Context: an optimization exercise on an open-source flow, tuned for small area and a short achievable clock period. The choices shown serve that exercise and are no tape-out recipe. Function was checked by simulation only, so behaviour that the tests miss may differ from the original. No activity file was given, so power comes from the tool's default toggle rates.

## design/flow/run.sh

```bash
#!/bin/bash
# synth_recipe.tcl (not shown) runs the flow's synth.tcl, then flattens the netlist and writes it again
# the make line also repeats each setting of config.mk as NAME=value (left out here)
make -C /OpenROAD-flow-scripts/flow DESIGN_CONFIG=/design/flow/config.mk WORK_HOME=/design/flow/orfs CLKGATE_MAP_FILE= SYNTH_SCRIPT=/design/flow/synth_recipe.tcl finish
```

## design/flow/config.mk

```make
export PLATFORM = sky130hd
export DESIGN_NAME = bin_morph_3x3
export DESIGN_NICKNAME = bin_morph_3x3
export VERILOG_FILES = /design/flow/design.v
export SDC_FILE = /design/flow/constraint.sdc
export NUM_CORES = 4
export LEC_CHECK = 0
export ABC_AREA = 1
export CAP_MARGIN = 20
export CORE_MARGIN = 2
export CORE_UTILIZATION = 40
export CTS_BUF_LIST = sky130_fd_sc_hd__clkbuf_16
export CTS_CLUSTER_DIAMETER = 80
export CTS_CLUSTER_SIZE = 20
export SETUP_SLACK_MARGIN = 2.5
export SLEW_MARGIN = 20
```

## design/flow/constraint.sdc

```tcl
create_clock -name core_clock -period 5.5 [get_ports {clk}]
set_input_delay 1.1000 -clock core_clock [delete_from_list [all_inputs] [get_ports {clk}]]
set_output_delay 1.1000 -clock core_clock [all_outputs]
set_load 0.01 [all_outputs]
```

## design/flow/design.v

```verilog
module bin_morph_3x3 #(
  parameter int IMG_WIDTH = 640,
  parameter int MODE      = 0,
  parameter int XW        = 11
) (
  input  logic clk,
  input  logic rst,
  input  logic per_frame_vsync,
  input  logic per_frame_href,
  input  logic per_frame_clken,
  input  logic per_img_Bit,
  output logic post_frame_vsync,
  output logic post_frame_href,
  output logic post_frame_clken,
  output logic post_img_Bit
);
  localparam int NW = 128;            
  logic       vsync_q, href_q, href_fall, vsync_rise;
  logic [7:0] tw;                     
  logic [7:0] pa;                     
  logic [15:0] pb;                    
  logic [2:0] k;                      
  logic       rs;                     
  logic       row0;                   
  logic       sw;                     
  logic       inr;                    
  logic [6:0] mem [NW];
  logic [9:0] T;                      
  logic [6:0] R;                      
  logic [6:0] src;                    
  logic [6:0] enc;                    
  logic [6:0] W;                      
  logic [9:0] dr;                     
  logic [9:0] ds;                     
  logic [6:0] rd;
  logic [1:0] old, eff, nt;
  logic       v;
  logic [2:0] sv;                     
  logic       vs_d1, hr_d1, ce_d1;
  assign href_fall  = href_q & ~per_frame_href;
  assign vsync_rise = per_frame_vsync & ~vsync_q;
  assign sw  = rs | (k == 3'd5);
  assign inr = ~sw | rs | (tw[6:0] != 7'd127);
  localparam logic [127:0] DEC0 = 128'h0000000002280ac000adc50000015bae;
  localparam logic [127:0] DEC1 = 128'h0000000004c3f01fff00187ffffe0000;
  localparam logic [127:0] DEC2 = 128'h0000000000b0ac8056c980000add933c;
  localparam logic [127:0] DEC3 = 128'h000000000703001f80001ffff0000000;
  localparam logic [127:0] DEC4 = 128'h000000000002cf0564f100056c99e238;
  localparam logic [127:0] DEC5 = 128'h0000000007fc001800001ff800000000;
  localparam logic [127:0] DEC6 = 128'h000000000000001678fe00564f11fc30;
  localparam logic [127:0] DEC7 = 128'h0000000007ffffe000001f8000000000;
  localparam logic [127:0] DEC8 = 128'h0000000000000000000016678fe1ffc0;
  localparam logic [127:0] DEC9 = 128'h0000000007ffffffffffe00000000000;
  localparam logic [1023:0] ENC0 = 1024'h22e222e2eee233f122e222e2eee233f1222e222e222eff3ddd11dd111111fff122e222e2eee233f122e222e2eee233f1222e222e222eff3ddd11dd111111fff111d111d111d1ccc211d111d111d1ccc211d111d111d1ccc2eeeeeeee22eecc0edd2edd2e222e000edd2edd2e222e000e222e222e222e000eeeeeeeeeeeee000e;
  localparam logic [1023:0] ENC1 = 1024'hcccfcccf33fc2222cccfcccf33fc222233f033f0fff0222eccc2ccc200c2ee22cccfcccf33fc2222cccfcccf33fc222233f033f0fff0222eccc2ccc200c2ee2222de22deddde111322de22deddde1113dddedddeddde111311d311d311d3ddd3dd00dd00cc0022e0dd00dd00cc0022e000000000cc0022e0eee0eee022e022e0;
  localparam logic [1023:0] ENC2 = 1024'h00fc00fc00cc33ff00fc00fc00cc33ffffffffff33ff00c0111311131113ff3300fc00fc00cc33ff00fc00fc00cc33ffffffffff33ff00c0111311131113ff33cc13cc1311132220cc13cc1311132220dd13dd1311132220dddfdddf11dfdddf11f011f0fff0cc0011f011f0fff0cc00fff0fff0fff0cc0000000000cc00cc00;
  localparam logic [1023:0] ENC3 = 1024'hff00ff0033ff00ccff00ff0033ff00cc00cc00cc00cc00cc11df11df11dfffffff00ff0033ff00ccff00ff0033ff00cc00cc00cc00cc00cc11df11df11dfffffffdfffdf11df33ffffdfffdf11df33ff11df11df11df33ff222022202220ee20ee00ee00cc00cc00ee00ee00cc00cc0000000000cc00cc0000000000cc00cc00;
  localparam logic [1023:0] ENC4 = 1024'hffffffffcc00cc00ffffffffcc00cc0033ff33ff33ff33ff22ec22ec22ecccccffffffffcc00cc00ffffffffcc00cc0033ff33ff33ff33ff22ec22ec22eccccc00ec00ec22ec00cc00ec00ec22ec00cc22ec22ec22ec00cc00cc00cc00cccccc00cc00cccccccccc00cc00cccccccccc00cc00cccccccccc00cc00cccccccccc;
  localparam logic [1023:0] ENC5 = 1024'h0000000000000000000000000000000033ff33ff33ff33ff33ff33ff33ffffff0000000000000000000000000000000033ff33ff33ff33ff33ff33ff33ffffffff00ff00cc00cc00ff00ff00cc00cc00cc00cc00cc00cc00cc00cc00cc000000ff00ff0000000000ff00ff0000000000cc00cc0000000000cc00cc0000000000;
  localparam logic [1023:0] ENC6 = 1024'hffffffffffffffffffffffffffffffffcc00cc00cc00cc00cc00cc00cc000000ffffffffffffffffffffffffffffffffcc00cc00cc00cc00cc00cc00cc00000000000000000000000000000000000000000000000000000000000000000000000000000000000000000000000000000000000000000000000000000000000000;
  assign src = rs ? mem[0] : R;
  assign dr  = {DEC9[src], DEC8[src], DEC7[src], DEC6[src], DEC5[src],
                DEC4[src], DEC3[src], DEC2[src], DEC1[src], DEC0[src]};
  assign enc = {ENC6[T], ENC5[T], ENC4[T], ENC3[T], ENC2[T], ENC1[T], ENC0[T]};
  assign ds  = (rs && tw == 8'd0) ? T : dr;
  always_comb begin
    case (k)
      3'd0:    old = T[1:0];
      3'd1:    old = T[3:2];
      3'd2:    old = T[5:4];
      3'd3:    old = T[7:6];
      default: old = T[9:8];
    endcase
    if (sw)
      old = ds[1:0];
  end
  assign eff = row0 ? 2'd0 : old;
  assign nt  = per_img_Bit ? ((eff == 2'd0) ? 2'd1 : 2'd2) : 2'd0;
  assign v   = per_img_Bit & (eff == 2'd2) & inr;
  logic [NW-1:0] sel;
  for (genvar i = 0; i < NW; i++) begin : g_sel
    assign sel[i] = pa[i / 16] & pb[i % 16];
  end
  logic [6:0] term [NW];               
  logic [6:0] grp [8];
  for (genvar i = 0; i < NW; i++) begin : g_term
    if (i + 1 < NW) begin : g_word
      assign term[i] = mem[i + 1] & {7{pb[i % 16]}};
    end else begin : g_none
      assign term[i] = '0;
    end
  end
  for (genvar a = 0; a < 8; a++) begin : g_grp
    assign grp[a] = term[16 * a +  0] | term[16 * a +  1] | term[16 * a +  2] | term[16 * a +  3] |
                    term[16 * a +  4] | term[16 * a +  5] | term[16 * a +  6] | term[16 * a +  7] |
                    term[16 * a +  8] | term[16 * a +  9] | term[16 * a + 10] | term[16 * a + 11] |
                    term[16 * a + 12] | term[16 * a + 13] | term[16 * a + 14] | term[16 * a + 15];
  end
  assign rd = (grp[0] & {7{pa[0]}}) | (grp[1] & {7{pa[1]}}) | (grp[2] & {7{pa[2]}}) |
              (grp[3] & {7{pa[3]}}) | (grp[4] & {7{pa[4]}}) | (grp[5] & {7{pa[5]}}) |
              (grp[6] & {7{pa[6]}}) | (grp[7] & {7{pa[7]}});
  always_ff @(posedge clk) begin
    if (rst) begin
      vsync_q <= 1'b0;
      href_q  <= 1'b0;
      tw      <= 8'd128;
      k       <= 3'd5;
      rs      <= 1'b1;
      row0    <= 1'b1;
      T       <= '0;
    end else begin
      vsync_q <= per_frame_vsync;
      href_q  <= per_frame_href;
      if (href_fall)
        rs <= 1'b1;
      else if (per_frame_clken && inr)
        rs <= 1'b0;
      if (per_frame_clken && inr) begin
        if (sw) begin
          T  <= {row0 ? 8'd0 : ds[9:2], nt};
          tw <= rs ? 8'd0 : tw + 8'd1;
          k  <= 3'd1;
        end else begin
          case (k)
            3'd0:    T[1:0] <= nt;
            3'd1:    T[3:2] <= nt;
            3'd2:    T[5:4] <= nt;
            3'd3:    T[7:6] <= nt;
            default: T[9:8] <= nt;
          endcase
          k <= k + 3'd1;
        end
      end
      if (vsync_rise)
        row0 <= 1'b1;
      else if (href_fall)
        row0 <= 1'b0;
    end
  end
  always_ff @(posedge clk) begin
    R  <= rd;
    W  <= enc;
    pa <= tw[7] ? 8'd0 : 8'd1 << tw[6:4];
    pb <= 16'd1 << tw[3:0];
  end
  for (genvar i = 0; i < NW; i++) begin : g_mem
    always_ff @(posedge clk) begin
      if (sel[i])
        mem[i] <= W;
    end
  end
  always_ff @(posedge clk) begin
    if (rst) begin
      sv    <= '0;
      vs_d1 <= 1'b0;
      hr_d1 <= 1'b0;
      ce_d1 <= 1'b0;
    end else begin
      vs_d1 <= per_frame_vsync;
      hr_d1 <= per_frame_href;
      ce_d1 <= per_frame_clken;
      if (href_fall)
        sv <= '0;
      else if (per_frame_clken)
        sv <= {sv[1:0], v};
    end
  end
  always_ff @(posedge clk) begin
    if (rst) begin
      post_frame_vsync <= 1'b0;
      post_frame_href  <= 1'b0;
      post_frame_clken <= 1'b0;
      post_img_Bit     <= 1'b0;
    end else begin
      post_frame_vsync <= vs_d1;
      post_frame_href  <= hr_d1;
      post_frame_clken <= ce_d1;
      post_img_Bit     <= ce_d1 & (&sv);
    end
  end
endmodule
```

==> results of run 1 <==
-- metrics by stage --
stage	total power, mW	setup slack (ps)	hold slack (ps)	std cells	area [um2]
6_report	13.2	2760	470	4280	41100
2_1_floorplan	8.91	3150	403	3023	38000
3_3_place_gp	9.23	2510	458	4187	39500
4_1_cts	13.3	2590	470	4279	41100
5_1_grt	13.6	2520	485	4279	41100
3_5_place_dp	9.23	2450	458	4187	39500
-- layer usage --
metal / GRT usage (%) / part of all wire, % / wire length [um]
met1: 28.8 / 44 / 43700
met3: 2.22 / 6.3 / 6200
met4: 3.91 / 1.7 / 1680
met2: 33.0 / 48 / 47600
met5: 0 / 0 / 0
-- layout make-up --
cell class              instances  area, um2  area share [%]
well taps                    1265       1580            3.85
diodes                          1       2.50         0.00609
clock buffers                  57       1430            3.47
clock inverters                35        154           0.375
multi-input cells            1680       8240            20.1
repair buffers                 46        443            1.08
flip-flops and latches        967      28400            69.1
inverters                     229        860            2.09
-- synthesized netlist by cell type, drive strengths merged, types with 2 or more instances --
cell	instances	area share [%]
o22ai	11	0.18
edfxtp	896	71
nand2	962	9.5
a31oi	13	0.21
a2111oi	2	0.046
a221oi	96	2.2
nor3	22	0.30
o32ai	3	0.069
a211oi	9	0.18
o41ai	10	0.23
nand3	84	1.1
inv	227	2.2
ha	22	0.72
nor2	78	0.79
o311ai	4	0.092
o31ai	12	0.24
a21oi	78	1.0
nand4	110	1.8
nand3b	2	0.039
and3	4	0.066
clkinv	2	0.020
a21boi	2	0.039
a22o	52	1.2
o211ai	10	0.20
clkbuf	79	0.78
or2	2	0.033
a22oi	3	0.059
buf	68	0.76
dfxtp	71	3.7
o21ai	83	1.1
-- what timing repair did --
action,in CTS,in global routing
buffers inserted,0,0
setup endpoints to repair,0,11
hold endpoints to repair,0,0
resized for setup,0,2
-- report_power, final --
group	internal (mW)	leakage, nW	switching [mW]
sequential	8.25	8.78	0.191
clock	1.88	0.880	2.30
combinational	0.140	5.09	0.472
total	10.3	14.8	2.97
-- registers in the layout (all words and copies together), names as in the netlist, 3 cells and up --
name  cells
mem     896
pb       16
T        10
pa        8
tw        8
R         7
W         7
k         3
sv        3
-- logic make-up (layout without fill, tap and decap cells) --
kind of cell	Yosys count	count (layout)	synth area share (%)
simple gates	1266	1266	13.8
flops	967	967	74.5
compound gates	392	392	7.19
buf+inv	376	367	3.80
fa+ha+maj	22	22	0.724
other cells	0	1	0
-- worst min path at each step --
stage,start,endpoint,cells after the start
finish,sv[2],sv[2],2
global route,ce_d1,post_img_Bit,2
CTS,sv[2],sv[2],2
detailed placement,sv[2],sv[2],2
global placement,sv[2],sv[2],2
floorplan,vs_d1,post_frame_vsync,2
-- tightest hold or removal path: stages, from the launching register on --
cell and delay, ps:
dfxtp_1 320, nand2_1 60, a21oi_1 50
==> impl_metrics.yaml, run 1 <==
critical_path:
  worst-path-max-fanout: 30
  crit_top_cell: "nand2_1"
  rrSetupSlack_ps: 2760
  startpoint: "pb[7]"
  worstPathRequired_ps: 6020
  max_stage_delay_ps: 910
  cp_cell_sequence: "buf_4 > nand2_1 > nand4_1 > o41ai_1 > and3_1 > nand2_1"
  critPathBufInv: 1
  cp-endpoint: "R[6]"
  critPathSlowestCell: "o41ai_1"
  path_depth: 6
  end_kind: "register"
  reg2reg_depth: 6
  startpoint_type: "register"
  cp.arrival_ps: 3260
  crit_type: "reg2reg"
  critical_path.top_delay_family: "compound AO/OA/AOI/OAI gates"
  r2r-end: "R[6]"
  rr_startpoint: "pb[7]"
cells_and_area:
  fin_nets: 3007
  fillCellCount: 8554
  final_cell_mix: "nand2_1 (955), edfxtp_1 (896), inv_1 (251), nand4_1 (109), a221oi_1 (96)"
  final_common_cell: "nand2_1"
  post-route-util_pct: 43.4
  syn_to_final_growth_pct: 8.08
  drive_above_1_share_pct: 4.74
logic_synthesis:
  async_flop_share_pct: 0
  ys_ff_latch: 967
  synth_edf_count: 896
  synth_seq_area_share_pct: 74.5
  syn_nets: 3051
  syn_avg_cell_area_um2: 12.6
  syn_area_um2: 38000
  ys_types: 49
  ys.flop_type: "edfxtp_1"
  synthCells: 3023
  ys_warn_count: 4
pwr:
  p_leak_nw: 14.8
  ir_drop_mv: 0.240
  p_per_area_nw_per_um2: 322
global_routing:
  track_usage_pct: 20.0
  overflow: 0
  grt_pass1_wl_um: 147000
  grt_pass1_vias: 22045
  antenna_found_initial: 1
  grt_max_degree: 83
clocking:
  clkTransAtPathRegs_ps: 90
  clock-root-buffer: "clkbuf_16"
  cts_sinks: 967
  cts_max_path_buffers: 3
  cts_hold_buf: 0
  tritoncts: "done"
  cts_made_buffers: 55
  htreeDepth: 2
  clk_latency_ps: 630
drt:
  viasPerCell: 5.45
  first_pass_iters: 5
  drt.antenna.violating_nets: 0
  post-route-drc-count: 0
  routed_wl_um: 99200
  vias: 23330
  avgRoutedWirePerCell_um: 23.2
  drt_iter0_markers: 2683
die:
  die_h_um: 312
  core_area_um2: 94600
  io_pins: 10
  die_w_um: 312
  start_util_pct: 40.2
  dieArea_um2: 97500
  rows: 113
sta:
  max_slew_margin_pct: 24.2
  setup_tns_ps: 0
  setup_viol: 0
  post-route-min-period_ps: 2740
  finalCritPeriodShare_pct: 49.8
  rsz0062_at_grt: "no"
  finalMaxSlewViolations: 0
  fmax_mhz: 365
  skew_ps: 23.3
  hold_viol_final: 0
  worstMarginPinSlew_ps: 1140
place:
  dpl.hpwl_um: 59200
  gp_congestion: 0.852
  port-buffer-count: 9
worst_hold_path:
  min_path_type: "reg2reg"
run_status:
  status: "complete, no violations"
run:
  max_cap_violations: 0
==> run 2, diff against run 1 <==
--- a/design/flow/config.mk
+++ b/design/flow/config.mk
@@ -14,3 +14,3 @@
 export CTS_CLUSTER_SIZE = 20
-export SETUP_SLACK_MARGIN = 2.5
+export SETUP_SLACK_MARGIN = 2.8
 export SLEW_MARGIN = 20
==> impl_metrics.yaml, run 2 <==
clocking:
  tritoncts: "done"
  htreeDepth: 2
  cts_max_path_buffers: 3
  postCtsSetupBuffers: 0
  cts_hold_buf: 0
  cts_sinks: 967
  clock-root-buffer: "clkbuf_16"
  clkTransAtPathRegs_ps: 90
  clk_latency_ps: 630
  cts_made_buffers: 55
critical_path:
  startpoint_type: "register"
  cp.arrival_ps: 3170
  worst-path-max-fanout: 30
  cp-endpoint: "R[2]"
  rr_startpoint: "pb[7]"
  rrSetupSlack_ps: 2860
  crit_type: "reg2reg"
  r2r-end: "R[2]"
  worstPathRequired_ps: 6020
  startpoint: "pb[7]"
  reg2reg_depth: 8
  end_kind: "register"
logic_synthesis:
  synthCells: 3023
  yosys.area.top_type: "edfxtp_1"
  ys_types: 49
  async_flop_share_pct: 0
  syn_nets: 3051
  ys_top_cells_by_area: "edfxtp_1 (71%), nand2_1 (9.4%), dfxtp_1 (3.7%)"
  synth_edf_count: 896
  syn_area_um2: 38000
  synth_seq_area_share_pct: 74.5
  synthTopCellsByCount: "nand2_1 (955), edfxtp_1 (896), inv_1 (223)"
  ys_ff_latch: 967
  ys_warn_count: 4
  yosysTopAreaCellShare_pct: 70.8
  synth_most_common_cell: "nand2_1"
  syn_avg_cell_area_um2: 12.6
  ys.flop_type: "edfxtp_1"
die:
  die_w_um: 312
  rows: 113
  dieArea_um2: 97500
  start_util_pct: 40.2
  io_pins: 10
  die_h_um: 312
  core_area_um2: 94600
drt:
  viasPerCell: 5.45
  drt.antenna.violating_nets: 0
  drt_iter0_markers: 2744
  post-route-drc-count: 0
  avgRoutedWirePerCell_um: 23.2
  first_pass_iters: 5
  vias: 23345
  routed_wl_um: 99300
run:
  max_cap_violations: 0
worst_hold_path:
  min_path_type: "reg2reg"
cells_and_area:
  fin_nets: 3007
  syn_to_final_growth_pct: 8.18
  post-route-util_pct: 43.5
  fillCellCount: 8546
  final_cell_mix: "nand2_1 (953), edfxtp_1 (896), inv_1 (251), nand4_1 (109), a221oi_1 (96)"
  drive_above_1_share_pct: 4.98
  largest_reg_flops: 896
  largestRegisters: "mem x896, pb x16, T x10"
  largest_register: "mem"
  final_common_cell: "nand2_1"
global_routing:
  grt_max_degree: 83
  use_met3_pct: 2.22
  grt_pass1_vias: 22043
  gr-usage-met2_pct: 33.0
  grt_pass1_wl_um: 147000
  antenna_found_initial: 1
  top_usage_layer: "met2"
  track_usage_pct: 20.0
  overflow: 0
  grt_use_met1_pct: 28.8
sta:
  max_slew_margin_pct: 23.2
  hold_viol_final: 0
  skew_ps: 24.9
  rsz0062_at_grt: "no"
  setup_viol: 0
  setup_tns_ps: 0
  post-route-min-period_ps: 2640
  fmax_mhz: 378
  worstMarginPinSlew_ps: 1150
  finalMaxSlewViolations: 0
  fin_ws_ps: 2860
  finalCritPeriodShare_pct: 48.1
pwr:
  power.switching_mw: 2.97
  p_clk_share_pct: 31.6
  combPwrFrac_pct: 4.6
  p_per_area_nw_per_um2: 322
  p_int_mw: 10.3
  swShare_pct: 22.5
  sequentialPowerShare_pct: 63.8
  p_leak_nw: 14.8
  ir_drop_mv: 0.241
place:
  dpl.hpwl_um: 59200
  gp_congestion: 0.852
  port-buffer-count: 9
  dp_slack_ps: 2450
run_status:
  status: "complete, no violations"
## run 2: power by group through the flow
stage          registers, mW  logic [mW]  clock network (mW)
3_5_place_dp            8.62       0.610                   0
2_1_floorplan           8.60       0.319                   0
4_1_cts                 8.45       0.611                4.25
6_report                8.44       0.615                4.18
3_3_place_gp            8.62       0.614                   0
5_1_grt                 8.47       0.682                4.49
## run 2: cell type report
| type | instances | area [um2] | share of cell area [%] |
|---|---|---|---|
| Sequential cell | 967 | 28400 | 69.0 |
| Multi-Input combinational cell | 1680 | 8260 | 20.1 |
| Tap cell | 1265 | 1580 | 3.85 |
| Clock buffer | 57 | 1430 | 3.47 |
| Inverter | 229 | 860 | 2.09 |
| Timing Repair Buffer | 46 | 450 | 1.10 |
| Clock inverter | 35 | 154 | 0.374 |
| Antenna cell | 2 | 5.00 | 0.0122 |
## run 2: logic make-up (layout without fill, tap and decap cells)
| kind of cell | Yosys count | in the layout | share of synthesized area [%] |
|---|---|---|---|
| other | 0 | 2 | 0 |
| DFF | 967 | 967 | 74.5 |
| and+or+nand+nor | 1266 | 1266 | 13.8 |
| AOI/OAI and AO/OA | 392 | 392 | 7.19 |
| buffers and inverters | 376 | 367 | 3.80 |
| adders and majority gates | 22 | 22 | 0.724 |
## run 2: worst min path at each step
stage               startpoint          endpoint  slack [ps]  depth (start not counted)
finish                   sv[2]             sv[2]         470                          2
global route             ce_d1      post_img_Bit         490                          2
CTS                      sv[2]             sv[2]         470                          2
detailed placement       sv[2]             sv[2]         460                          2
global placement         sv[2]             sv[2]         460                          2
floorplan                vs_d1  post_frame_vsync         400                          2
## run 2: metrics by stage
stage	cells	hold slack, ps	area, um2	power (mW)
floorplan	3023	403	38000	8.91
global placement	4187	458	39500	9.23
detailed placement	4187	458	39500	9.23
CTS	4279	470	41100	13.3
global route	4279	485	41100	13.6
finish	4281	471	41100	13.2
## run 2: per-layer routing
metal	wire length, um	share of wire [%]	vias to the layer above
met5	0	0	-
met4	1670	1.7	0
met3	6250	6.3	105
met2	47400	48	832
met1	44000	44	11721
li1	-	-	10687
## run 2: what timing repair did
item | CTS | global route
resized for setup | 2 | 12
endpoints found under the setup margin | 12 | 16
pin swaps | 0 | 0
## run 2: worst max-delay path, cell delays in order, from the launching register on
cell and delay [ps]:
dfxtp_2 640, buf_4 410, nand2_1 110, nand2_1 50
a221oi_1 410, nand4_1 210, nand2_1 140, nand4_1 300
nand3b_1 260
==> run 3, diff against run 2 <==
--- a/design/flow/config.mk
+++ b/design/flow/config.mk
@@ -14,3 +14,3 @@
 export CTS_CLUSTER_SIZE = 20
-export SETUP_SLACK_MARGIN = 2.8
+export SETUP_SLACK_MARGIN = 3.1
 export SLEW_MARGIN = 20
==> impl_metrics.yaml, run 3 <==
critical_path:
  r2r-end: "R[2]"
  crit_top_cell: "nand2_1"
  max_stage_delay_ps: 350
  worst-path-max-fanout: 40
  rr_startpoint: "pb[13]"
  crit_type: "reg2reg"
  reg2reg_depth: 8
  worstPathRequired_ps: 6030
  cp.arrival_ps: 2890
  critPathSlowestCell: "nand4_1"
  startpoint_type: "register"
  cp_cell_sequence: "buf_4 > nand2_1 > nand3_1 > a211oi_2 > nand2_1 > o31ai_1 > nand4_1 > nand3b_1"
  end_kind: "register"
  rrSetupSlack_ps: 3130
sta:
  post-route-min-period_ps: 2370
  hold_viol_final: 0
  fin_ws_ps: 3130
  fmax_mhz: 422
  max_slew_margin_pct: 25.7
  worstMarginPinSlew_ps: 1110
  finalMaxSlewViolations: 0
  rsz0062_at_grt: "yes"
  skew_ps: 28.1
  finalCritPeriodShare_pct: 43.1
  setup_viol: 0
  setup_tns_ps: 0
  whs_ps: 471
logic_synthesis:
  syn_nets: 3051
  yosys.area.top_type: "edfxtp_1"
  ys_types: 49
  ys_warn_count: 4
  syn_avg_cell_area_um2: 12.6
  synth_seq_area_share_pct: 74.5
  async_flop_share_pct: 0
  ys_top_cells_by_area: "edfxtp_1 (71%), nand2_1 (9.4%), dfxtp_1 (3.7%)"
  synth_most_common_cell: "nand2_1"
  synthCells: 3023
  ys_ff_latch: 967
  synth_edf_count: 896
  ys.flop_type: "edfxtp_1"
  synthTopCellsByCount: "nand2_1 (955), edfxtp_1 (896), inv_1 (223)"
  yosysTopAreaCellShare_pct: 70.8
  syn_area_um2: 38000
cells_and_area:
  seqCellArea_um2: 28400
  final_common_cell: "nand2_1"
  fillCellCount: 8494
  largestRegisters: "mem x896, pb x16, T x10"
  fin_nets: 3022
  final_cell_mix: "nand2_1 (950), edfxtp_1 (896), inv_1 (249), nand4_1 (109), a221oi_1 (88)"
  multi_input_area_um2: 8470
  drive_above_1_share_pct: 6.67
  largest_register: "mem"
  post-route-util_pct: 43.9
  largest_reg_flops: 896
  syn_to_final_growth_pct: 9.30
run:
  max_cap_violations: 0
die:
  dieArea_um2: 97500
  rows: 113
  start_util_pct: 40.2
  die_h_um: 312
  core_area_um2: 94600
  die_w_um: 312
  io_pins: 10
drt:
  avgRoutedWirePerCell_um: 23.4
  post-route-drc-count: 0
  vias: 23435
  drt.antenna.violating_nets: 0
  drt_iter0_markers: 2787
  first_pass_iters: 5
  viasPerCell: 5.46
  routed_wl_um: 100000
global_routing:
  antenna_found_initial: 1
  grt_pass1_vias: 22062
  grt_pass1_wl_um: 147000
  grt_max_degree: 83
  overflow: 0
  track_usage_pct: 20.0
pwr:
  power_mw: 13.3
  ir_drop_mv: 0.243
  p_per_area_nw_per_um2: 319
  p_leak_nw: 14.9
clocking:
  clk_latency_ps: 630
  cts_sinks: 967
  htreeDepth: 2
  clock-root-buffer: "clkbuf_16"
  cts_made_buffers: 55
  tritoncts: "done"
  clkTransAtPathRegs_ps: 90
  cts_max_path_buffers: 3
worst_hold_path:
  min_path_type: "reg2reg"
  min_path_cells: 2
  hold_end: "sv[2]"
  min_from: "sv[2]"
place:
  port-buffer-count: 9
  gp_congestion: 0.852
  dpl.hpwl_um: 59200
  dp_slack_ps: 2450
run_status:
  status: "complete, no violations"
## run 3: through the flow
step,cell area (um2),cells
after global placement,39500,4187
after floorplan,38000,3023
after CTS,41200,4279
after detailed placement,39500,4187
final,41500,4295
after global routing,41500,4294
## run 3: kinds of logic after synthesis
logic type	Yosys count	synth area share, %
flip-flops	967	74.5
adder cells (fa/ha/maj)	22	0.724
AND/OR/NAND/NOR	1266	13.8
AO/OA/AOI/OAI	392	7.19
buffers and inverters	376	3.80
## run 3: worst max-delay path by stage
stage / start / to / slack [ps] / cells past startpoint
2_1_floorplan: W[0] / mem[0][0] / 3150 / 0
6_report: pb[13] / R[2] / 3130 / 8
5_1_grt: T[1] / W[0] / 2970 / 9
3_3_place_gp: per_frame_clken / tw[5] / 2510 / 10
3_5_place_dp: per_frame_clken / tw[5] / 2450 / 10
4_1_cts: pb[8] / R[2] / 3110 / 8
## run 3: where the power goes
part / switching, mW / internal (mW)
clock network: 2.31 / 1.87
registers: 0.190 / 8.25
logic: 0.492 / 0.160
total: 2.99 / 10.3
## run 3: repair_timing
item                                   CTS  global route
hold buffers                             0             0
resized for setup                       40            55
pin swaps                                2             6
setup buffers                            0            15
endpoints found under the hold margin    0             0
setup endpoints to repair               22            27
## run 3: metal layers
layer,vias to the layer above,GRT usage [%],share of wire (%)
met5,-,0,0
met4,0,3.90,1.9
met3,116,2.18,6.4
met2,850,33.1,48
met1,11746,28.8,44
li1,10723,-,-
## run 3: cell type report
cell class,count,share of cell area (%)
Sequential cell,967,68.4
Clock inverter,35,0.370
Multi-Input combinational cell,1680,20.4
Timing Repair Buffer,61,1.51
Antenna cell,1,0.00602
Inverter,229,2.12
Clock buffer,57,3.43
Tap cell,1265,3.81
## run 3: worst max-delay path: cells and delay by family (launching register included)
| kind | cells | cell delay (ps) |
|---|---|---|
| simple gates | 5 | 990 |
| buf+inv | 1 | 330 |
| compound gates | 2 | 580 |
| flops | 1 | 320 |
==> run 4, diff against run 3 <==
--- a/design/flow/config.mk
+++ b/design/flow/config.mk
@@ -14,3 +14,3 @@
 export CTS_CLUSTER_SIZE = 20
-export SETUP_SLACK_MARGIN = 3.1
+export SETUP_SLACK_MARGIN = 3.4
 export SLEW_MARGIN = 20
==> impl_metrics.yaml, run 4 <==
run_status:
  status: "complete, no violations"
sta:
  rsz0062_at_grt: "yes"
  finalMaxSlewViolations: 0
  setup_tns_ps: 0
  fmax_mhz: 461
  skew_ps: 35.3
  worstMarginPinSlew_ps: 1090
  fin_ws_ps: 3330
  hold_viol_final: 0
  max_slew_margin_pct: 27.2
  post-route-min-period_ps: 2170
  whs_ps: 434
  setup_viol: 0
  finalCritPeriodShare_pct: 39.5
cells_and_area:
  fin_nets: 3103
  final_common_cell: "nand2_1"
  syn_to_final_growth_pct: 13.9
  stdcell_area_um2: 43300
  largestRegisters: "mem x896, pb x16, T x10"
  post-route-util_pct: 45.8
  drive_above_1_share_pct: 13.0
  largest_register: "mem"
  largest_reg_flops: 896
  finalNonFillerCells: 4368
  diodes: 0
  fillCellCount: 8383
  final_cell_mix: "nand2_1 (925), edfxtp_1 (896), inv_1 (234), nand4_1 (109), buf_4 (82)"
clocking:
  cts_hold_buf: 0
  cts_made_buffers: 56
  tritoncts: "done"
  clk_latency_ps: 650
  clkTransAtPathRegs_ps: 90
  clock-root-buffer: "clkbuf_16"
  cts_max_path_buffers: 3
  cts_sinks: 967
  htreeDepth: 2
critical_path:
  max_stage_delay_ps: 310
  end_kind: "output port"
  cp_cell_sequence: "buf_2"
  startpoint_type: "register"
  startpoint: "post_frame_href"
  cp.arrival_ps: 1070
  critPathSlowestCell: "dfxtp_1"
  rr_startpoint: "pb[5]"
  worstPathRequired_ps: 4400
  crit_type: "reg2out"
  critical_path.top_delay_family: "flip-flops"
  critPathBufInv: 1
  worst-path-max-fanout: 1
drt:
  vias: 24090
  avgRoutedWirePerCell_um: 24.4
  routed_wl_um: 106000
  post-route-drc-count: 0
  drt_iter0_markers: 2650
  drt.antenna.violating_nets: 0
  viasPerCell: 5.52
  first_pass_iters: 5
global_routing:
  grt_pass1_vias: 22706
  grt_max_degree: 86
  track_usage_pct: 21.1
  antenna_found_initial: 0
  grt_pass1_wl_um: 154000
  overflow: 0
logic_synthesis:
  ys_warn_count: 4
  async_flop_share_pct: 0
  ys_ff_latch: 967
  synth_most_common_cell: "nand2_1"
  syn_avg_cell_area_um2: 12.6
  ys_types: 49
  syn_area_um2: 38000
  yosysTopAreaCellShare_pct: 70.8
  syn_nets: 3051
  yosys.area.top_type: "edfxtp_1"
  synth_edf_count: 896
  ys_top_cells_by_area: "edfxtp_1 (71%), nand2_1 (9.4%), dfxtp_1 (3.7%)"
  synthTopCellsByCount: "nand2_1 (955), edfxtp_1 (896), inv_1 (223)"
  ys.flop_type: "edfxtp_1"
  synth_seq_area_share_pct: 74.5
  synthCells: 3023
place:
  place_area_um2: 39500
  gp_congestion: 0.872
  dp_slack_ps: 2540
  port-buffer-count: 9
  dpl.hpwl_um: 59400
  dp_cells: 4192
pwr:
  ir_drop_mv: 0.265
  power_mw: 13.5
  p_per_area_nw_per_um2: 311
  p_leak_nw: 15.6
worst_hold_path:
  min_path_type: "reg2reg"
  min_from: "ce_d1"
die:
  die_h_um: 312
  die_w_um: 312
  core_area_um2: 94600
  io_pins: 10
  rows: 113
  dieArea_um2: 97500
  start_util_pct: 40.2
run:
  max_cap_violations: 0
run 4: cell counts after synthesis:
No cell type changed its count.
run 4: area by class of cell:
type / count / area [um2] / area share, %
clock buffer: 56 / 1400 / 3.24
clock inverter: 30 / 190 / 0.439
inverter: 229 / 911 / 2.10
multi-input combinational: 1680 / 9170 / 21.2
sequential: 967 / 28400 / 65.7
tap: 1265 / 1580 / 3.66
timing repair buffer: 140 / 1600 / 3.69
timing repair inverter: 1 / 6.26 / 0.0145
run 4: what timing repair did:
item                       in CTS  in global routing
gates resized for setup       157                161
buffers inserted               42                 38
pin swaps                      26                 52
cloned                          5                  4
setup endpoints to repair      94                 34
run 4: path summary, 6_finish.rpt:
check | end | slack, ps | cells after the start
max | post_frame_href | 3330 | 1
min reg2reg | post_frame_clken | 430 | 2
max reg2reg | R[6] | 3400 | 8
min | post_frame_clken | 430 | 2
run 4: metal layers:
layer	global-route usage (%)	up-vias	share of wire, %
li1	-	10893	-
met1	30.5	11997	43
met2	33.6	1053	46
met3	3.07	147	7.8
met4	5.63	0	2.8
met5	0	-	0
run 4: logic make-up after synthesis:
group,after synthesis,synth area share [%]
compound gates,392,7.19
fa+ha+maj,22,0.724
buf+inv,376,3.80
flops,967,74.5
simple gates,1266,13.8
run 4: report_power, final:
group / switching (mW) / leakage [nW] / internal (mW)
registers: 0.216 / 8.79 / 8.25
logic: 0.533 / 5.92 / 0.238
clock network: 2.37 / 0.850 / 1.87
total: 3.12 / 15.6 / 10.4
==> run 5, diff against run 4 <==
--- a/design/flow/design.v
+++ b/design/flow/design.v
@@ -29,3 +29,3 @@
   logic [6:0] R;                      
-  logic [6:0] src;                    
+  logic [6:0] src;
   logic [6:0] enc;                    
@@ -34,2 +34,3 @@
   logic [9:0] ds;                     
+  logic [9:0] DS;                     
   logic [6:0] rd;
@@ -60,3 +61,3 @@
   localparam logic [1023:0] ENC6 = 1024'hffffffffffffffffffffffffffffffffcc00cc00cc00cc00cc00cc00cc000000ffffffffffffffffffffffffffffffffcc00cc00cc00cc00cc00cc00cc00000000000000000000000000000000000000000000000000000000000000000000000000000000000000000000000000000000000000000000000000000000000000;
-  assign src = rs ? mem[0] : R;
+  assign src = !href_fall ? R : (pa[0] & pb[0]) ? W : mem[0];
   assign dr  = {DEC9[src], DEC8[src], DEC7[src], DEC6[src], DEC5[src],
@@ -64,3 +65,3 @@
   assign enc = {ENC6[T], ENC5[T], ENC4[T], ENC3[T], ENC2[T], ENC1[T], ENC0[T]};
-  assign ds  = (rs && tw == 8'd0) ? T : dr;
+  assign ds  = (href_fall && tw == 8'd0) ? T : dr;
   always_comb begin
@@ -74,3 +75,3 @@
     if (sw)
-      old = ds[1:0];
+      old = DS[1:0];
   end
@@ -119,3 +120,3 @@
         if (sw) begin
-          T  <= {row0 ? 8'd0 : ds[9:2], nt};
+          T  <= {row0 ? 8'd0 : DS[9:2], nt};
           tw <= rs ? 8'd0 : tw + 8'd1;
@@ -138,2 +139,6 @@
     end
+  end
+  always_ff @(posedge clk) begin
+    if (href_fall || !rs)
+      DS <= ds;
   end
--- a/design/flow/config.mk
+++ b/design/flow/config.mk
@@ -7,3 +7,3 @@
 export LEC_CHECK = 0
-export ABC_AREA = 1
+export ABC_CLOCK_PERIOD_IN_PS = 2500
 export CAP_MARGIN = 20
@@ -14,3 +14,3 @@
 export CTS_CLUSTER_SIZE = 20
-export SETUP_SLACK_MARGIN = 3.4
+export SETUP_SLACK_MARGIN = 2.5
 export SLEW_MARGIN = 20
==> impl_metrics.yaml, run 5 <==
run_status:
  status: "complete, no violations"
pwr:
  p_clk_share_pct: 32.7
  power.switching_mw: 2.88
  swShare_pct: 21.8
  p_int_mw: 10.3
  ir_drop_mv: 0.321
  power_mw: 13.2
  sequentialPowerShare_pct: 63.3
  p_leak_nw: 12.7
  combPwrFrac_pct: 4.0
  p_per_area_nw_per_um2: 323
sta:
  post-route-min-period_ps: 2920
  hold_viol_final: 0
  rsz0062_at_grt: "yes"
  worstMarginPinSlew_ps: 1060
  setup_viol: 0
  setup_tns_ps: 0
  finalMaxSlewViolations: 0
  finalCritPeriodShare_pct: 53.1
  max_slew_margin_pct: 29.1
  skew_ps: 28.7
  fmax_mhz: 343
drt:
  drt.antenna.violating_nets: 0
  avgRoutedWirePerCell_um: 28.9
  routed_wl_um: 103000
  post-route-drc-count: 0
  vias: 22282
  first_pass_iters: 7
  viasPerCell: 6.24
  drt_iter0_markers: 2711
critical_path:
  cp_cell_sequence: "clkdlybuf4s50_1 > nor2b_1 > buf_4 > nor2_1 > or2_4 > ha_1 > a221oi_2 > o31ai_1 > o32a_1"
  max_stage_delay_ps: 440
  r2r-end: "DS[2]"
  critical_path.top_delay_family: "compound AO/OA/AOI/OAI gates"
  cp-endpoint: "DS[2]"
  cp.arrival_ps: 3310
  crit_type: "in2reg"
  rr_startpoint: "W[1]"
  critPathSlowestCell: "clkdlybuf4s50_1"
  rrSetupSlack_ps: 2620
  startpoint: "per_frame_href"
  critPathBufInv: 2
  worstPathRequired_ps: 5890
  end_kind: "register"
  startpoint_type: "input pin"
  reg2reg_depth: 7
  worst-path-max-fanout: 10
  path_depth: 9
logic_synthesis:
  synth_seq_area_share_pct: 75.7
  yosysTopAreaCellShare_pct: 71.6
  ys_warn_count: 4
  synth_edf_count: 899
  synthCells: 2349
  syn_nets: 2376
  synth_most_common_cell: "edfxtp_1"
  yosys.area.top_type: "edfxtp_1"
  syn_avg_cell_area_um2: 16.1
  async_flop_share_pct: 0
  synthTopCellsByCount: "edfxtp_1 (899), a221oi_1 (182), a22o_1 (174)"
  ys.flop_type: "edfxtp_1"
  ys_ff_latch: 977
  syn_area_um2: 37700
  ys_types: 80
  ys_top_cells_by_area: "edfxtp_1 (72%), a221oi_1 (4.2%), dfxtp_1 (4.1%)"
cells_and_area:
  largest_reg_flops: 896
  diodes: 0
  drive_above_1_share_pct: 7.98
  final_cell_mix: "edfxtp_1 (899), a221oi_1 (179), a22o_1 (174), and2_1 (139), a22oi_1 (108)"
  final_common_cell: "edfxtp_1"
  fin_nets: 2317
  largestRegisters: "mem x896, pb x16"
  finalNonFillerCells: 3572
  largest_register: "mem"
  syn_to_final_growth_pct: 8.41
global_routing:
  grt_pass1_vias: 21488
  grt_pass1_wl_um: 151000
  antenna_found_initial: 2
  track_usage_pct: 20.7
  overflow: 0
  grt_max_degree: 100
place:
  dp_cells: 3478
  dpl.hpwl_um: 60600
  gp_congestion: 0.827
  port-buffer-count: 9
die:
  rows: 112
  io_pins: 10
  dieArea_um2: 96800
  core_area_um2: 93300
  die_w_um: 311
  die_h_um: 311
  start_util_pct: 40.4
clocking:
  htreeDepth: 2
  cts_hold_buf: 0
  cts_sinks: 977
  clk_latency_ps: 660
  clkTransAtPathRegs_ps: 80
  clock-root-buffer: "clkbuf_16"
  cts_max_path_buffers: 3
  cts_made_buffers: 57
  tritoncts: "done"
worst_hold_path:
  min_path_cells: 2
  min_path_type: "reg2reg"
run:
  max_cap_violations: 0
-- run 5: cell types whose count changed after synthesis, sizes merged, moves of 31 or more --
cell / previous run / this run
a22oi: 3 / 109
nand4: 110 / 62
nand3: 84 / 36
and2: 0 / 139
nand2: 962 / 55
clkbuf: 79 / 119
a22o: 52 / 174
inv: 227 / 21
a21oi: 78 / 47
a221oi: 96 / 182
o21ai: 83 / 52
-- run 5: layer usage --
layer / wire length [um] / track usage (%) / up-vias
met5: 13 / 0 / -
met4: 2390 / 5.03 / 2
met3: 7730 / 2.90 / 116
met2: 48400 / 33.0 / 1016
met1: 44700 / 30.1 / 11681
li1: - / - / 9467
-- run 5: metrics by stage --
step | hold slack [ps] | utilization [%] | setup WS, ps | instance area, um2
detailed placement | 443 | 41.9 | 1540 | 39100
finish | 452 | 43.8 | 2580 | 40900
global placement | 430 | 41.9 | 1510 | 39100
floorplan | 411 | - | 2460 | 37800
CTS | 451 | 43.7 | 2450 | 40800
global route | 484 | 43.8 | 2470 | 40900
-- run 5: worst min path at each step --
stage,startpoint,to,slack (ps)
floorplan,vs_d1,post_frame_vsync,410
global placement,vs_d1,post_frame_vsync,430
detailed placement,vs_d1,post_frame_vsync,440
CTS,vs_d1,post_frame_vsync,450
global route,sv[2],post_img_Bit,480
finish,vs_d1,post_frame_vsync,450
-- run 5: tightest hold or removal path, cell delays in order (launching register included) --
cell     delay, ps
dfxtp_1        300
inv_1           70
nor2_1          40
-- run 5: repair_timing --
action	in CTS	in global routing
endpoints found under the setup margin	18	9
buffers inserted	6	1
gates cloned	0	0
pin swaps	1	2
resized for setup	12	13
-- run 5: power groups by stage --
stage / registers, mW / clock network [mW] / logic [mW]
after floorplan: 8.50 / 0 / 0.295
after global placement: 8.54 / 0 / 0.490
after detailed placement: 8.55 / 0 / 0.498
after CTS: 8.38 / 4.41 / 0.509
after global routing: 8.38 / 4.65 / 0.574
final: 8.37 / 4.33 / 0.527
-- run 5: area by class of cell --
cell class,count,area [um2]
Timing Repair Buffer,61,526
Fill cell,8317,52400
Inverter,25,104
Clock inverter,28,170
Sequential cell,977,28600
Tap cell,1254,1570
Multi-Input combinational cell,1168,8440
Clock buffer,59,1480
-- run 5: cell families (layout without fill, tap and decap cells) --
| logic type | count (synthesis) | count (layout) | share of synthesized area (%) |
|---|---|---|---|
| flip-flops | 977 | 977 | 75.7 |
| adder cells (fa/ha/maj) | 21 | 21 | 0.696 |
| multiplexers | 15 | 15 | 0.401 |
| AO/OA/AOI/OAI | 684 | 684 | 14.4 |
| buffers and inverters | 204 | 173 | 2.20 |
| AND/OR/NAND/NOR | 439 | 439 | 6.33 |
| XOR/XNOR | 9 | 9 | 0.259 |
==> run 6, diff against run 5 <==
==> design/flow/flow/run.sh (new file) <==
#!/bin/bash
# Standard layout, with the ports buffered by buf_4 cells instead of the
# buffer ORFS picks by default. Each tool's output goes to a log file here.
set -e
cp standard.sh standard_sh.log
export BUFFER_PORTS_ARGS="-buffer_cell sky130_fd_sc_hd__buf_4"
bash standard.sh > standard.log 2>&1
==> design/flow/standard.sh (new file) <==
#!/bin/bash
# synth_recipe.tcl (not shown) runs the flow's synth.tcl, then flattens the netlist and writes it again
# the make line also repeats each setting of config.mk as NAME=value (left out here)
make -C /OpenROAD-flow-scripts/flow DESIGN_CONFIG=/design/flow/config.mk WORK_HOME=/design/flow/orfs CLKGATE_MAP_FILE= SYNTH_SCRIPT=/design/flow/synth_recipe.tcl "${@:-finish}"
removed: design/flow/run.sh
==> impl_metrics.yaml, run 6 <==
logic_synthesis:
  ys_ff_latch: 977
  yosysTopAreaCellShare_pct: 71.6
  synth_edf_count: 899
  ys_top_cells_by_area: "edfxtp_1 (72%), a221oi_1 (4.2%), dfxtp_1 (4.1%)"
  syn_nets: 2376
  syn_area_um2: 37700
  ys.flop_type: "edfxtp_1"
  syn_avg_cell_area_um2: 16.1
  synth_most_common_cell: "edfxtp_1"
  ys_warn_count: 4
  yosys.area.top_type: "edfxtp_1"
  synth_seq_area_share_pct: 75.7
  synthCells: 2349
  ys_types: 80
  synthTopCellsByCount: "edfxtp_1 (899), a221oi_1 (182), a22o_1 (174)"
  async_flop_share_pct: 0
clocking:
  cts_max_path_buffers: 3
  cts_sinks: 977
  htreeDepth: 2
  clk_latency_ps: 660
  tritoncts: "done"
  clkTransAtPathRegs_ps: 80
  cts_made_buffers: 57
  clock-root-buffer: "clkbuf_16"
place:
  dpl.hpwl_um: 60400
  gp_congestion: 0.809
  port-buffer-count: 9
die:
  dieArea_um2: 96800
  die_w_um: 311
  io_pins: 10
  core_area_um2: 93300
  start_util_pct: 40.4
  rows: 112
  die_h_um: 311
sta:
  post-route-min-period_ps: 3010
  max_slew_margin_pct: 26.1
  worstMarginPinSlew_ps: 1110
  hold_viol_final: 0
  fmax_mhz: 333
  whs_ps: 434
  setup_tns_ps: 0
  skew_ps: 22.2
  finalCritPeriodShare_pct: 54.7
  setup_viol: 0
  rsz0062_at_grt: "yes"
  finalMaxSlewViolations: 0
global_routing:
  antenna_found_initial: 3
  grt_pass1_vias: 21586
  track_usage_pct: 20.8
  grt_pass1_wl_um: 151000
  overflow: 0
  grt_max_degree: 85
cells_and_area:
  post-route-util_pct: 43.8
  largest_register: "mem"
  multi_input_area_um2: 8370
  fillCellCount: 8205
  seqCellArea_um2: 28600
  final_cell_mix: "edfxtp_1 (899), a221oi_1 (181), a22o_1 (174), and2_1 (139), a22oi_1 (109)"
  fin_nets: 2316
  final_common_cell: "edfxtp_1"
  drive_above_1_share_pct: 7.78
  syn_to_final_growth_pct: 8.38
  largestRegisters: "mem x896, pb x16"
  diodes: 0
  largest_reg_flops: 896
critical_path:
  worst-path-max-fanout: 48
  rrSetupSlack_ps: 2490
  end_kind: "register"
  rr_startpoint: "pb[12]"
  cp.arrival_ps: 3450
  r2r-end: "R[4]"
  worstPathRequired_ps: 5940
  crit_type: "reg2reg"
  startpoint_type: "register"
  reg2reg_depth: 7
worst_hold_path:
  hold_end: "post_frame_vsync"
  min_path_type: "reg2reg"
  min_from: "vs_d1"
  min_path_cells: 2
drt:
  routed_wl_um: 105000
  first_pass_iters: 6
  avgRoutedWirePerCell_um: 29.4
  drt_iter0_markers: 3099
  viasPerCell: 6.24
  post-route-drc-count: 0
  drt.antenna.violating_nets: 0
  vias: 22261
pwr:
  p_leak_nw: 12.7
  power_mw: 13.2
  p_per_area_nw_per_um2: 323
  ir_drop_mv: 0.269
run_status:
  status: "complete, no violations"
run:
  max_cap_violations: 0
run 6: cell families (layout without fill, tap and decap cells):
family | count (synthesis) | in the layout | share of synthesized area, %
flops | 977 | 977 | 75.7
buf+inv | 204 | 169 | 2.20
mux | 15 | 15 | 0.401
simple gates | 439 | 439 | 6.33
compound gates | 684 | 684 | 14.4
xor+xnor | 9 | 9 | 0.259
fa+ha+maj | 21 | 21 | 0.696
run 6: what timing repair did:
action,CTS,global route
setup buffers,2,9
gates resized for setup,8,3
hold buffers,0,0
cloned,0,0
endpoints found under the setup margin,17,19
run 6: area by class of cell:
cell class,instances,area share [%]
sequential,977,70.0
clock inverter,26,0.404
multi-input combinational,1168,20.5
tap,1254,3.84
clock buffer,58,3.55
inverter,25,0.254
timing repair buffer,60,1.49
run 6: worst max-delay path by stage:
stage                        start     to  slack, ps  cells after the start
finish                      pb[12]   R[4]       2490                      7
global route                  W[3]  DS[2]       2410                      7
CTS                           W[3]  DS[2]       2410                      7
detailed placement  per_frame_href  DS[2]       1760                      8
global placement    per_frame_href  DS[2]       1750                      8
floorplan           per_frame_href  DS[2]       2460                     10
run 6: per-stage QoR:
stage,cell area [um2],cells,setup slack (ps)
after floorplan,37800,2349,2460
after global placement,39000,3473,1750
after detailed placement,39000,3473,1760
after CTS,40700,3559,2410
after global routing,40900,3568,2410
final,40900,3568,2490
run 6: where the power goes:
| part | switching, mW | total (mW) | internal [mW] |
|---|---|---|---|
| sequential | 0.123 | 8.35 | 8.22 |
| combinational | 0.401 | 0.567 | 0.166 |
| clock | 2.36 | 4.27 | 1.92 |
run 6: worst max-delay path, stage by stage, from the launching register on:
cell and delay (ps):
dfxtp_2 490, buf_12 290, a22o_1 240, a221oi_1 380
nand4_1 310, a22o_1 350, a221oi_1 420, nand4_1 280
run 6: metal layers:
metal	up-vias	wire (um)	global-route usage, %
li1	9462	-	-
met1	11562	44400	30.0
met2	1107	49800	33.7
met3	128	8330	2.72
met4	2	2270	5.12
met5	-	13	0
==> run 7, diff against run 6 <==
==> design/flow/flow/run.sh (replaced) <==
#!/bin/bash
# Standard layout (the standard.sh, standard synthesis included), with two
# changes to how the layout is optimised: the ports are buffered by buf_4
# cells instead of the buffer ORFS picks by default, and timing repair may
# resize a cell to any footprint of its function. Each tool's output goes to
# a log file here.
set -e
bash standard.sh MATCH_CELL_FOOTPRINT=0 \
  "BUFFER_PORTS_ARGS=-buffer_cell sky130_fd_sc_hd__buf_4" finish > standard.log 2>&1
==> impl_metrics.yaml, run 7 <==
run_status:
  status: "complete, no violations"
logic_synthesis:
  ys.flop_type: "edfxtp_1"
  synth_seq_area_share_pct: 75.7
  ys_top_cells_by_area: "edfxtp_1 (72%), a221oi_1 (4.2%), dfxtp_1 (4.1%)"
  ys_types: 80
  yosys.area.top_type: "edfxtp_1"
  async_flop_share_pct: 0
  syn_nets: 2376
  synth_most_common_cell: "edfxtp_1"
  synthCells: 2349
  syn_avg_cell_area_um2: 16.1
  ys_warn_count: 4
  ys_ff_latch: 977
  synth_edf_count: 899
  yosysTopAreaCellShare_pct: 71.6
  synthTopCellsByCount: "edfxtp_1 (899), a221oi_1 (182), a22o_1 (174)"
  syn_area_um2: 37700
critical_path:
  max_stage_delay_ps: 550
  startpoint_type: "register"
  rrSetupSlack_ps: 2590
  crit_type: "reg2reg"
  rr_startpoint: "pb[5]"
  end_kind: "register"
  worstPathRequired_ps: 5980
  worst-path-max-fanout: 41
  critPathBufInv: 1
  crit_top_cell: "nand4_1"
  critPathSlowestCell: "dfxtp_2"
  cp.arrival_ps: 3390
  cp_cell_sequence: "buf_4 > a22o_1 > a221oi_1 > nand4_1 > a22oi_1 > nand4_1"
  critical_path.top_delay_family: "compound AO/OA/AOI/OAI gates"
  startpoint: "pb[5]"
drt:
  vias: 22072
  drt_iter0_markers: 2695
  avgRoutedWirePerCell_um: 28.8
  drt.antenna.violating_nets: 0
  viasPerCell: 6.19
  first_pass_iters: 5
  routed_wl_um: 103000
  post-route-drc-count: 0
global_routing:
  grt_pass1_wl_um: 150000
  use_met3_pct: 2.78
  grt_use_met1_pct: 29.8
  antenna_found_initial: 3
  track_usage_pct: 20.7
  top_usage_layer: "met2"
  grt_max_degree: 104
  overflow: 0
  grt_pass1_vias: 21434
  gr-usage-met2_pct: 33.5
sta:
  rsz0062_at_grt: "no"
  fin_ws_ps: 2590
  worstMarginPinSlew_ps: 1090
  whs_ps: 428
  max_slew_margin_pct: 27.4
  hold_viol_final: 0
  skew_ps: 16.3
  setup_viol: 0
  fmax_mhz: 344
  setup_tns_ps: 0
  finalCritPeriodShare_pct: 52.9
  finalMaxSlewViolations: 0
  post-route-min-period_ps: 2910
clocking:
  tritoncts: "done"
  clkTransAtPathRegs_ps: 90
  htreeDepth: 2
  cts_sinks: 977
  clk_latency_ps: 650
  cts_hold_buf: 0
  cts_made_buffers: 55
  clock-root-buffer: "clkbuf_16"
  cts_max_path_buffers: 3
die:
  rows: 112
  io_pins: 10
  die_h_um: 311
  dieArea_um2: 96800
  core_area_um2: 93300
  start_util_pct: 40.4
  die_w_um: 311
worst_hold_path:
  min_path_type: "reg2reg"
  min_from: "vs_d1"
cells_and_area:
  largest_reg_flops: 896
  post-route-util_pct: 43.7
  final_common_cell: "edfxtp_1"
  drive_above_1_share_pct: 7.63
  largestRegisters: "mem x896, pb x16"
  final_cell_mix: "edfxtp_1 (899), a221oi_1 (181), a22o_1 (174), and2_1 (139), a22oi_1 (109)"
  fin_nets: 2312
  stdcell_area_um2: 40800
  largest_register: "mem"
  syn_to_final_growth_pct: 8.06
pwr:
  power.switching_mw: 2.82
  p_per_area_nw_per_um2: 321
  swShare_pct: 21.5
  sequentialPowerShare_pct: 63.6
  ir_drop_mv: 0.235
  p_leak_nw: 12.7
  p_int_mw: 10.3
  combPwrFrac_pct: 4.2
  p_clk_share_pct: 32.1
place:
  port-buffer-count: 9
  gp_congestion: 0.843
  dp_slack_ps: 1880
  dpl.hpwl_um: 59400
  place_area_um2: 39000
run:
  max_cap_violations: 0
-- run 7: changes by cell type in the layout (fill, tap and decap cells not counted), sizes merged --
cell    change
diode       +2
buf         -2
inv         +2
clkinv      -6
-- run 7: path summary, 6_finish.rpt --
kind | endpoint | cells past startpoint
max | R[2] | 6
min | post_frame_vsync | 2
max reg2reg | R[2] | 6
min reg2reg | post_frame_vsync | 2
-- run 7: area by class of cell --
cell class | count | area, um2
fillers | 8223 | 52600
flip-flops and latches | 977 | 28600
multi-input cells | 1168 | 8390
well taps | 1254 | 1570
clock buffers | 58 | 1450
repair buffers | 58 | 529
clock inverters | 22 | 111
inverters | 25 | 98.8
diodes | 2 | 5.00
-- run 7: worst register-to-register path, delay by kind of cell (launching register included) --
| family | cells | cell delay [ps] |
|---|---|---|
| buffers and inverters | 1 | 460 |
| flip-flops | 1 | 550 |
| AND/OR/NAND/NOR | 2 | 490 |
| AO/OA/AOI/OAI | 3 | 1250 |
-- run 7: cells by family after synthesis --
logic type	share of synthesized area [%]
mux	0.401
xor+xnor	0.259
flops	75.7
buf+inv	2.20
simple gates	6.33
compound gates	14.4
fa+ha+maj	0.696
-- run 7: repair_timing --
item	CTS	global route
setup endpoints to repair	15	7
resized for setup	6	5
pin swaps	0	0
buffers inserted	2	6
-- run 7: through the flow --
stage | cells | total power [mW]
3_5_place_dp | 3473 | 9.04
6_report | 3564 | 13.1
2_1_floorplan | 2349 | 8.80
5_1_grt | 3562 | 13.5
4_1_cts | 3555 | 13.1
3_3_place_gp | 3473 | 9.02
-- run 7: per-layer routing --
| layer | share of wire (%) | vias up |
|---|---|---|
| met3 | 7.3 | 98 |
| met5 | 0.012 | - |
| li1 | - | 9456 |
| met2 | 48 | 983 |
| met1 | 43 | 11533 |
| met4 | 2.0 | 2 |
-- run 7: power by group through the flow --
stage / registers, mW / logic [mW] / clock network, mW
2_1_floorplan: 8.50 / 0.296 / 0
3_3_place_gp: 8.53 / 0.494 / 0
3_5_place_dp: 8.53 / 0.503 / 0
4_1_cts: 8.35 / 0.523 / 4.27
5_1_grt: 8.35 / 0.608 / 4.52
6_report: 8.34 / 0.555 / 4.21

afterwards: timing with drivers on the ports:
The results above use ideal ports. As a check the final layouts listed here were re-extracted and re-timed, cells and wires unchanged. Step 1 sets driving cells, clkbuf_16 on the clock port and buf_2 on the other inputs (assumed; they add their load-dependent delay and slew). Step 2 moves the port delays by t, midway between the first and last clock arrival at a register: inputs arrive t later, outputs are due t later. That takes back most of the time a late clock gives input paths. Three values: ideal, step 1, step 2; two values: the first two.
run | t (ns) | setup WS [ns] | worst slew at a driven data input, ns | pins driven straight from the clock port
run 1 | 0.689 | 2.761 / 2.761 / 2.364 | 0.07 | 1
run 2 | 0.690 | 2.857 / 2.828 / 2.375 | 0.07 | 1
run 3 | 0.692 | 3.131 / 3.101 / 2.527 | 0.07 | 1
run 4 | 0.708 | 3.329 / 3.259 / 2.823 | 0.05 | 1
run 5 | 0.705 | 2.582 / 2.620 / 1.917 | 0.03 | 1
run 6 | 0.712 | 2.493 / 2.493 / 1.991 | 0.04 | 1
run 7 | 0.703 | 2.590 / 2.590 / 2.032 | 0.04 | 1
After both steps setup and hold are still met in every run listed. The setup slack of run 5, which loses most, moves by +0.038 ns with the drivers and by -0.665 ns with both steps.
